Context: an optimization exercise on an open-source flow, tuned for small area. The choices shown serve that exercise and are no tape-out recipe. Function was checked by simulation only, so behaviour that the tests miss may differ from the original. No activity file was given, so power comes from the tool's default toggle rates.

==> flow/run.sh <==
#!/bin/bash
# synth_recipe.tcl (not shown) runs the flow's synth.tcl, then flattens the netlist and writes it again
# the make line also repeats each setting of config.mk as NAME=value (left out here)
make -C /OpenROAD-flow-scripts/flow DESIGN_CONFIG=/design/flow/config.mk WORK_HOME=/design/flow/orfs CLKGATE_MAP_FILE= SYNTH_SCRIPT=/design/flow/synth_recipe.tcl finish
==> flow/design.v <==
`default_nettype none
package pipe_pkg;
	typedef logic [31:0] word_t;
	typedef logic [4:0] reg_addr_t;
	localparam word_t nop_inst = 32'h0000_0013;  
	typedef enum logic [3:0] {
		alu_add = 4'd0,
		alu_sub,
		alu_and,
		alu_or,
		alu_xor,
		alu_sll,
		alu_srl,
		alu_sra,
		alu_slt,
		alu_sltu,
		alu_mul
	} alu_op_e;
	typedef enum logic [2:0] {
		branch_none = 3'd0,
		branch_eq,
		branch_ne,
		branch_lt,
		branch_ge
	} branch_e;
	typedef enum logic [31:0] {
		exc_none = 32'd0,
		exc_itlb_miss = 32'd1,
		exc_dtlb_miss = 32'd2,
		exc_illegal = 32'd3,
		exc_ecall = 32'd4
	} exc_e;
	typedef struct packed {
		word_t cause;
		word_t addr;
		word_t epc;
	} exc_rec_t;
	typedef struct packed {
		alu_op_e alu_op;
		reg_addr_t rd;
		logic reg_write;
		logic mem_to_reg;
		logic mem_we;
		branch_e branch;
		logic is_jump;
		logic is_byte;
		logic is_ecall;
	} ctrl_t;
	localparam ctrl_t ctrl_idle = {
		alu_add,  
		5'd0,  
		1'b0,  
		1'b0,  
		1'b0,  
		branch_none,  
		1'b0,  
		1'b0,  
		1'b0  
	};
	typedef struct packed {
		word_t pc;
		word_t inst;
		logic psw;
		logic is_flush;
	} fd_t;
	typedef struct packed {
		word_t pc;
		word_t reg_a;
		word_t reg_b;
		word_t immed;
		ctrl_t ctrl;
		logic psw;
		logic is_flush;
	} dx_t;
	typedef struct packed {
		word_t pc;
		word_t result;
		word_t reg_b;  
		reg_addr_t rd;
		logic reg_write;
		logic mem_to_reg;
		logic mem_we;
		logic is_byte;
		logic is_ecall;
		logic psw;
		logic is_flush;
	} xm_t;
	typedef struct packed {
		reg_addr_t rd;
		word_t result;
		word_t mem_data;
		logic reg_write;
		logic mem_to_reg;
		logic is_flush;
	} mw_t;
	function automatic exc_rec_t forward_exc(exc_rec_t rec_in, exc_e exc);
		exc_rec_t rec;
		if (rec_in.cause != '0) begin
			rec = rec_in;
		end else begin
			rec.cause = exc;
			rec.addr = '0;
			rec.epc = rec_in.epc;
		end
		forward_exc = rec;
	endfunction
endpackage
`default_nettype wire
`default_nettype none
module fetch_latch #(
	parameter pipe_pkg::word_t pc_initial = 32'h0000_1000
) (
	input logic clk,
	input logic reset,
	input logic flush,
	input logic stall,
	input logic icache_stall,
	input pipe_pkg::exc_e exc,
	input pipe_pkg::fd_t slot_in,
	output pipe_pkg::fd_t slot,
	output pipe_pkg::exc_rec_t rec
);
	localparam pipe_pkg::fd_t fd_idle = {
		pc_initial,  
		pipe_pkg::nop_inst,  
		1'b0,  
		1'b0  
	};
	always_ff @(posedge clk) begin
		if (reset) begin
			slot <= fd_idle;
			rec <= '0;
		end else if (flush) begin
			slot <= fd_idle;
			slot.is_flush <= 1'b1;
			rec <= '0;
		end else if (exc != pipe_pkg::exc_none) begin
			slot <= fd_idle;
			slot.psw <= slot_in.psw;  
			rec <= {exc, slot_in.pc, slot_in.pc};
		end else if (!stall) begin
			if (icache_stall) begin
				slot.inst <= pipe_pkg::nop_inst;  
			end else begin
				slot <= slot_in;
				rec <= '0;
			end
		end
	end
endmodule
`default_nettype wire
`default_nettype none
module decode_latch #(
	parameter pipe_pkg::word_t pc_initial = 32'h0000_1000
) (
	input logic clk,
	input logic reset,
	input logic flush,
	input logic stall,
	input logic hazard,
	input pipe_pkg::exc_e exc,
	input pipe_pkg::dx_t slot_in,
	input pipe_pkg::exc_rec_t rec_in,
	output pipe_pkg::dx_t slot,
	output pipe_pkg::exc_rec_t rec
);
	localparam pipe_pkg::dx_t dx_idle = {
		pc_initial,  
		32'd0,  
		32'd0,  
		32'd0,  
		pipe_pkg::ctrl_idle,  
		1'b0,  
		1'b0  
	};
	always_ff @(posedge clk) begin
		if (reset) begin
			slot <= dx_idle;
			rec <= '0;
		end else if (flush) begin
			slot <= dx_idle;
			slot.is_flush <= 1'b1;
			rec <= '0;
		end else if (exc != pipe_pkg::exc_none) begin
			slot <= dx_idle;
			rec <= pipe_pkg::forward_exc(rec_in, exc);
		end else if (!stall) begin
			if (hazard) begin
				slot.ctrl <= pipe_pkg::ctrl_idle;
			end else begin
				slot <= slot_in;
			end
			rec <= rec_in;
		end
	end
endmodule
`default_nettype wire
`default_nettype none
module execute_latch #(
	parameter pipe_pkg::word_t pc_initial = 32'h0000_1000
) (
	input logic clk,
	input logic reset,
	input logic flush,
	input logic stall,
	input pipe_pkg::exc_e exc,
	input pipe_pkg::xm_t slot_in,
	input pipe_pkg::exc_rec_t rec_in,
	output pipe_pkg::xm_t slot,
	output pipe_pkg::exc_rec_t rec
);
	localparam pipe_pkg::xm_t xm_idle = {
		pc_initial,  
		32'd0,  
		32'd0,  
		5'd0,  
		1'b0,  
		1'b0,  
		1'b0,  
		1'b0,  
		1'b0,  
		1'b0,  
		1'b0  
	};
	always_ff @(posedge clk) begin
		if (reset) begin
			slot <= xm_idle;
			rec <= '0;
		end else if (flush) begin
			slot <= xm_idle;
			slot.is_flush <= 1'b1;
			rec <= '0;
		end else if (exc != pipe_pkg::exc_none) begin
			slot <= xm_idle;  
			rec <= pipe_pkg::forward_exc(rec_in, exc);
		end else if (!stall) begin
			slot <= slot_in;
			rec <= rec_in;
		end
	end
endmodule
`default_nettype wire
`default_nettype none
module writeback_latch #(
	parameter pipe_pkg::word_t pc_initial = 32'h0000_1000
) (
	input logic clk,
	input logic reset,
	input logic flush,
	input logic stall,
	input logic is_ecall,
	input pipe_pkg::exc_e exc,
	input pipe_pkg::word_t mem_addr,
	input pipe_pkg::mw_t slot_in,
	input pipe_pkg::exc_rec_t rec_in,
	output pipe_pkg::mw_t slot,
	output pipe_pkg::exc_rec_t rec
);
	localparam pipe_pkg::mw_t mw_idle = {
		5'd0,  
		32'd0,  
		32'd0,  
		1'b0,  
		1'b0,  
		1'b0  
	};
	always_ff @(posedge clk) begin
		if (reset) begin
			slot <= mw_idle;
			rec <= '0;
		end else if (flush) begin
			slot <= mw_idle;
			slot.is_flush <= 1'b1;
			rec <= '0;
		end else if (exc != pipe_pkg::exc_none) begin
			slot <= mw_idle;
			if (rec_in.cause != '0) begin
				if (rec_in.cause == pipe_pkg::exc_itlb_miss) begin
					rec <= rec_in;
				end else begin
					rec <= '0;
				end
			end else if (exc == pipe_pkg::exc_itlb_miss || exc == pipe_pkg::exc_dtlb_miss) begin
				rec <= {exc, mem_addr, rec_in.epc};  
			end else begin
				rec <= '0;
			end
		end else if (!stall) begin
			slot <= slot_in;
			if (is_ecall) begin
				rec <= {slot_in.result, rec_in.addr, rec_in.epc + 32'd4};
			end else begin
				rec <= rec_in;
			end
		end
	end
endmodule
`default_nettype wire
`default_nettype none
module pipe_latches #(
	parameter pipe_pkg::word_t pc_initial = 32'h0000_1000
) (
	input logic clk,
	input logic reset,
	input logic flush,
	input logic stall,
	input logic icache_stall,
	input logic hazard,
	input logic [65:0] fd_in,
	input logic [147:0] dx_in,
	input logic [107:0] xm_in,
	input logic [71:0] mw_in,
	input logic [31:0] fd_exc,
	input logic [31:0] dx_exc,
	input logic [31:0] xm_exc,
	input logic [31:0] mw_exc,
	input logic [31:0] mem_addr,
	output logic [65:0] fd_out,
	output logic [147:0] dx_out,
	output logic [107:0] xm_out,
	output logic [71:0] mw_out,
	output logic [95:0] fd_rec,
	output logic [95:0] dx_rec,
	output logic [95:0] xm_rec,
	output logic [95:0] mw_rec
);
	pipe_pkg::xm_t xm_in_s;
	assign xm_in_s = xm_in;
	fetch_latch #(.pc_initial(pc_initial)) i_fetch_latch (
		.clk(clk),
		.reset(reset),
		.flush(flush),
		.stall(stall),
		.icache_stall(icache_stall),
		.exc(pipe_pkg::exc_e'(fd_exc)),
		.slot_in(fd_in),
		.slot(fd_out),
		.rec(fd_rec)
	);
	decode_latch #(.pc_initial(pc_initial)) i_decode_latch (
		.clk(clk),
		.reset(reset),
		.flush(flush),
		.stall(stall),
		.hazard(hazard),
		.exc(pipe_pkg::exc_e'(dx_exc)),
		.slot_in(dx_in),
		.rec_in(fd_rec),
		.slot(dx_out),
		.rec(dx_rec)
	);
	execute_latch #(.pc_initial(pc_initial)) i_execute_latch (
		.clk(clk),
		.reset(reset),
		.flush(flush),
		.stall(stall),
		.exc(pipe_pkg::exc_e'(xm_exc)),
		.slot_in(xm_in),
		.rec_in(dx_rec),
		.slot(xm_out),
		.rec(xm_rec)
	);
	writeback_latch #(.pc_initial(pc_initial)) i_writeback_latch (
		.clk(clk),
		.reset(reset),
		.flush(flush),
		.stall(stall),
		.is_ecall(xm_in_s.is_ecall),  
		.exc(pipe_pkg::exc_e'(mw_exc)),
		.mem_addr(mem_addr),
		.slot_in(mw_in),
		.rec_in(xm_rec),
		.slot(mw_out),
		.rec(mw_rec)
	);
endmodule
`default_nettype wire
==> flow/config.mk <==
export PLATFORM = sky130hd
export DESIGN_NAME = pipe_latches
export DESIGN_NICKNAME = pipe_latches
export VERILOG_FILES = /design/flow/design.v
export SDC_FILE = /design/flow/constraint.sdc
export NUM_CORES = 4
export LEC_CHECK = 0
export CAP_MARGIN = 20
export CORE_AREA = 10 10 470 470
export DIE_AREA = 0 0 480 480
export SLEW_MARGIN = 20
==> flow/constraint.sdc <==
create_clock -name core_clock -period 5.0 [get_ports {clk}]
set_input_delay 1.0000 -clock core_clock [delete_from_list [all_inputs] [get_ports {clk}]]
set_output_delay 1.0000 -clock core_clock [all_outputs]
set_load 0.01 [all_outputs]
==> summary.txt <==
cell at the root of the clock tree=sky130_fd_sc_hd__clkbuf_16; setup bufs post-CTS=0; data arrival time at the worst-slack endpoint=4.41 ns; final period utilization=around three quarters; routed via count divided by cell count=4.07; unrepaired setup endpoints after global routing=no; row count=168; post-synth top area cell=sky130_fd_sc_hd__dfxtp_1; number of vias in the routed layout=29900; Crit path required time=between 5 and 6 ns; share of cells above drive strength 1=6.16%; flop2flop setup slack=1.86 ns; area of the core region=about 210000 um^2; count of routing violations after the opening detailed-route iteration=2519; number of primary I/O pins=1338; largest net degree at the start of global routing=123; worst vdd ir=267 uV; proportion of netlist area held by the largest area contributor=54.2%; Crit path max-delay family=simple AND/OR/NAND/NOR gates; number of enable flip-flop cells after synthesis=0; cell count after placement=7165; Syn Nets=3768; clock network latency to the later pin of the worst-skew pair=0.76 ns; cell-by-cell listing of the critical path=clkdlybuf4s50_1, nor4_2, nand4_1, nor2_2, nor3_2, nand2b_2, buf_4, a21oi_1; number of slew-limit violations in the final report=0; Tightest Pin Transition=about 1.1 ns; first-pass GRT wire length=270000 um; placed wire-length estimate=172000 um; maximum capacitance violations=0; clock-pin transition on the worst setup and hold timing paths=0.06 ns; Crit Path Category=input port to register; post-synthesis cell type count=49; nature of the critical path endpoint=register; placed cell area=44200 um^2; count of cells resized by post-cts repair=0; clock sink total=746; PwrDens=304 nW/um^2; Die Ht=480 um; average wire per cell in the routed design=28.3 um; Core Util, Final=22.6%; sort of element at the start of the critical path=input port; Clock Tree Buf Depth=3; post-route ant nets=0; port bufs=about 1300; area delta synth->final=72.2%; Max Freq=0.266 GHz; CTS H-tree lvls=3; outcome=timing/DRC/antenna clean; starting density of the core=between 10% and 20%; number of global-route vias before repair=roughly 30000; setup slack of the critical path after layout=1.23 ns; worst-path maximum fanout=32; final standard cell count with taps included and fillers excluded=around 7300; synthesized instance count=3207; post-synthesis async set-or-reset flop share=0%; Hold Path Class=register to register; Final min period=between 3 and 4 ns; number of nets at the end of the flow=~5000; Detailed Routing Iterations Pass 1=6; Crit-path slowest cell=sky130_fd_sc_hd__nor4_2; synthesized area per cell=between 8 and 9 um^2; die boundary width=480 um; Layout Cell Area excl Fill=about 47000 um^2; share of synthesized area occupied by flip-flops and latches=54.2%; Slew HR=27.9%; initial antenna violation count=36; Most used DFF post-synth=sky130_fd_sc_hd__dfxtp_1; sum of buffers and inverters on the critical path=2; Final setup viols=0; static leakage power=~16 nW; cell area after technology mapping=27500 um^2; final number of hold-violating endpoints=0; die outline area=230000 um^2; post-cts hold buffer count=0; Yosys warning total=4; total global routing overflow=0; #FFs+latches synth=approximately 750; final clock skew=0.0735 ns; worst slack after detailed placement=about 0.47 ns; cells taking the most area after synthesis=sky130_fd_sc_hd__dfxtp_1 (54%), sky130_fd_sc_hd__a21oi_1 (9.2%), sky130_fd_sc_hd__nand2_1 (7.9%); total routed wirelength=208000 um; peak per-stage delay on the critical path=0.79 ns; TritonCTS buffer count=a little over 90; GRT Util Overall=16.9%; routability-driven placement congestion ratio=0.935; clock tree from TritonCTS=yes; DRC violation count after routing=0
[cells by family after synthesis]
logic type | share of synthesized area, %
and+or+nand+nor | 17.3
AOI/OAI and AO/OA | 15.9
DFF | 54.2
buffers and inverters | 4.32
muxes | 7.82
xor gates and xnor gates | 0.350
adders and majority gates | 0.0454
[power by group]
| part | switching (W) | internal [W] | leakage, nW |
|---|---|---|---|
| Clock | 0.00294 | 0.00400 | 1.52 |
| Combinational | 0.000658 | 0.000674 | 8.47 |
| Sequential | 0.000136 | 0.00600 | 6.02 |
| Total | 0.00374 | 0.0107 | 16.0 |
[state kept, by name, summed over array words and instances (netlist names)]
name and count:
i_decode_latch.rec 96, i_decode_latch.slot 148, i_execute_latch.rec 96, i_execute_latch.slot 108, i_fetch_latch.rec 64, i_fetch_latch.slot 66, i_writeback_latch.rec 96, i_writeback_latch.slot 72
[worst register-to-register path, cell delays in order (launching register included)]
cell                       delay, ns
sky130_fd_sc_hd__dfxtp_1        0.30
sky130_fd_sc_hd__buf_4          0.17
sky130_fd_sc_hd__nor4_1         0.35
sky130_fd_sc_hd__nand4_1        0.54
sky130_fd_sc_hd__nor3_2         0.85
sky130_fd_sc_hd__nand2b_2       0.25
sky130_fd_sc_hd__buf_4          0.39
sky130_fd_sc_hd__a21oi_1        0.13
[cell usage after synthesis, types with 2 or more instances]
| cell type | number |
|---|---|
| sky130_fd_sc_hd__o2bb2ai_1 | 10 |
| sky130_fd_sc_hd__a211oi_1 | 5 |
| sky130_fd_sc_hd__o21ai_1 | 2 |
| sky130_fd_sc_hd__and2_1 | 6 |
| sky130_fd_sc_hd__buf_2 | 9 |
| sky130_fd_sc_hd__nand2_1 | 583 |
| sky130_fd_sc_hd__and3_1 | 2 |
| sky130_fd_sc_hd__o211ai_1 | 2 |
| sky130_fd_sc_hd__nor3_1 | 17 |
| sky130_fd_sc_hd__nand4_1 | 24 |
| sky130_fd_sc_hd__buf_1 | 26 |
| sky130_fd_sc_hd__dfxtp_1 | 746 |
| sky130_fd_sc_hd__o22ai_1 | 4 |
| sky130_fd_sc_hd__a21oi_1 | 504 |
| sky130_fd_sc_hd__o21ai_0 | 125 |
| sky130_fd_sc_hd__a22oi_1 | 87 |
| sky130_fd_sc_hd__a21o_1 | 4 |
| sky130_fd_sc_hd__a221oi_1 | 32 |
| sky130_fd_sc_hd__o211a_1 | 2 |
| sky130_fd_sc_hd__or3_1 | 3 |
| sky130_fd_sc_hd__a31oi_1 | 3 |
| sky130_fd_sc_hd__nor2_1 | 417 |
| sky130_fd_sc_hd__mux2_2 | 2 |
| sky130_fd_sc_hd__a31o_2 | 2 |
| sky130_fd_sc_hd__nor2b_1 | 2 |
| sky130_fd_sc_hd__xnor2_1 | 6 |
| sky130_fd_sc_hd__clkbuf_1 | 205 |
| sky130_fd_sc_hd__and4_1 | 2 |
| sky130_fd_sc_hd__mux2i_1 | 213 |
| sky130_fd_sc_hd__nand3_1 | 41 |
| sky130_fd_sc_hd__nor4_1 | 59 |
| sky130_fd_sc_hd__inv_1 | 5 |
| sky130_fd_sc_hd__buf_4 | 33 |
| sky130_fd_sc_hd__or2_2 | 5 |
| sky130_fd_sc_hd__xor2_1 | 5 |
[area by class of cell]
class | count | area, um^2
well taps | 2805 | 3510
clock inverters | 37 | 509
repair buffers | 1428 | 14200
inverters | 5 | 18.8
fillers | 22800 | 163000
diodes | 13 | 32.5
multi-input cells | 2182 | 11600
flip-flops and latches | 746 | 14900
clock buffers | 130 | 2620
[routing by layer]
| metal | global-route usage, % | vias up | routed length [um] | part of all wire [%] |
|---|---|---|---|---|
| met1 | 20.6 | 14500 | 84900 | 41 |
| met2 | 26.9 | 1648 | 93400 | 45 |
| met3 | 6.00 | 271 | 20500 | 9.9 |
| met4 | 6.60 | 12 | 8860 | 4.3 |
| met5 | 0 | - | 80 | 0.039 |
| li1 | - | 13500 | - | - |
[path summary, 6_finish.rpt]
| check | from | to | cells after the start |
|---|---|---|---|
| max | xm_exc[1] | i_execute_latch.rec[52] | 8 |
| min | i_decode_latch.slot[48] | i_decode_latch.slot[48] | 2 |
| max reg2reg | i_decode_latch.rec[89] | i_execute_latch.rec[52] | 7 |
| min reg2reg | i_decode_latch.slot[48] | i_decode_latch.slot[48] | 2 |
[layout by cell type, fill, tap and decap left out, drive strengths merged, types with 5 or more instances in the layout]
master / netlist / layout
nor2: 419 / 419
clkdlybuf4s50: 0 / 1335
nand3: 41 / 41
dfxtp: 746 / 746
a221oi: 32 / 32
nor3: 18 / 18
o21ai: 127 / 127
xor2: 5 / 5
a211oi: 5 / 5
or2: 5 / 5
o2bb2ai: 10 / 10
and2: 6 / 6
inv: 5 / 9
bufinv: 0 / 6
clkbuf: 205 / 130
buf: 69 / 93
a21oi: 504 / 504
a22oi: 87 / 87
nand4: 24 / 24
clkinv: 0 / 24
nand2: 583 / 583
mux2i: 213 / 213
nor4: 60 / 60
diode: 0 / 13
xnor2: 6 / 6
[per-stage QoR]
stage / total power, W / hold WS [ns] / TNS (ns)
final: 0.0144 / 0.451 / 0
after global routing: 0.0149 / 0.467 / 0
after floorplan: 0.00661 / 0.476 / 0
after global placement: 0.00760 / 0.442 / -16.30
after detailed placement: 0.00761 / 0.446 / 0
after CTS: 0.0146 / 0.454 / 0

## what the ideal ports hide
No port has a modelled driver above. Below, the same layout with a new extraction and two added sets of constraints. Step 1 (the two cells are an assumption about what drives the block):
set clk [get_ports {clk}]
set_driving_cell -lib_cell sky130_fd_sc_hd__clkbuf_16 $clk
set_driving_cell -lib_cell sky130_fd_sc_hd__buf_2 [delete_from_list [all_inputs] $clk]
Step 2 adds t to the input delays and takes it off the output delays; t is the mean of the earliest and latest rising clock arrival at the registers after step 1. Input paths then give back, and output paths get back, about the clock's delay inside the block. a / b / c = ideal / step 1 / step 2; a / b = the first two.
t, ns: 0.797
slack for setup (ns): 1.235 / 1.267 / 0.470
cell pins on the clock port's net: 1
After both steps this run still meets setup and hold. For this run, drivers alone change the setup slack by +0.032 ns; drivers and shift together by -0.765 ns.
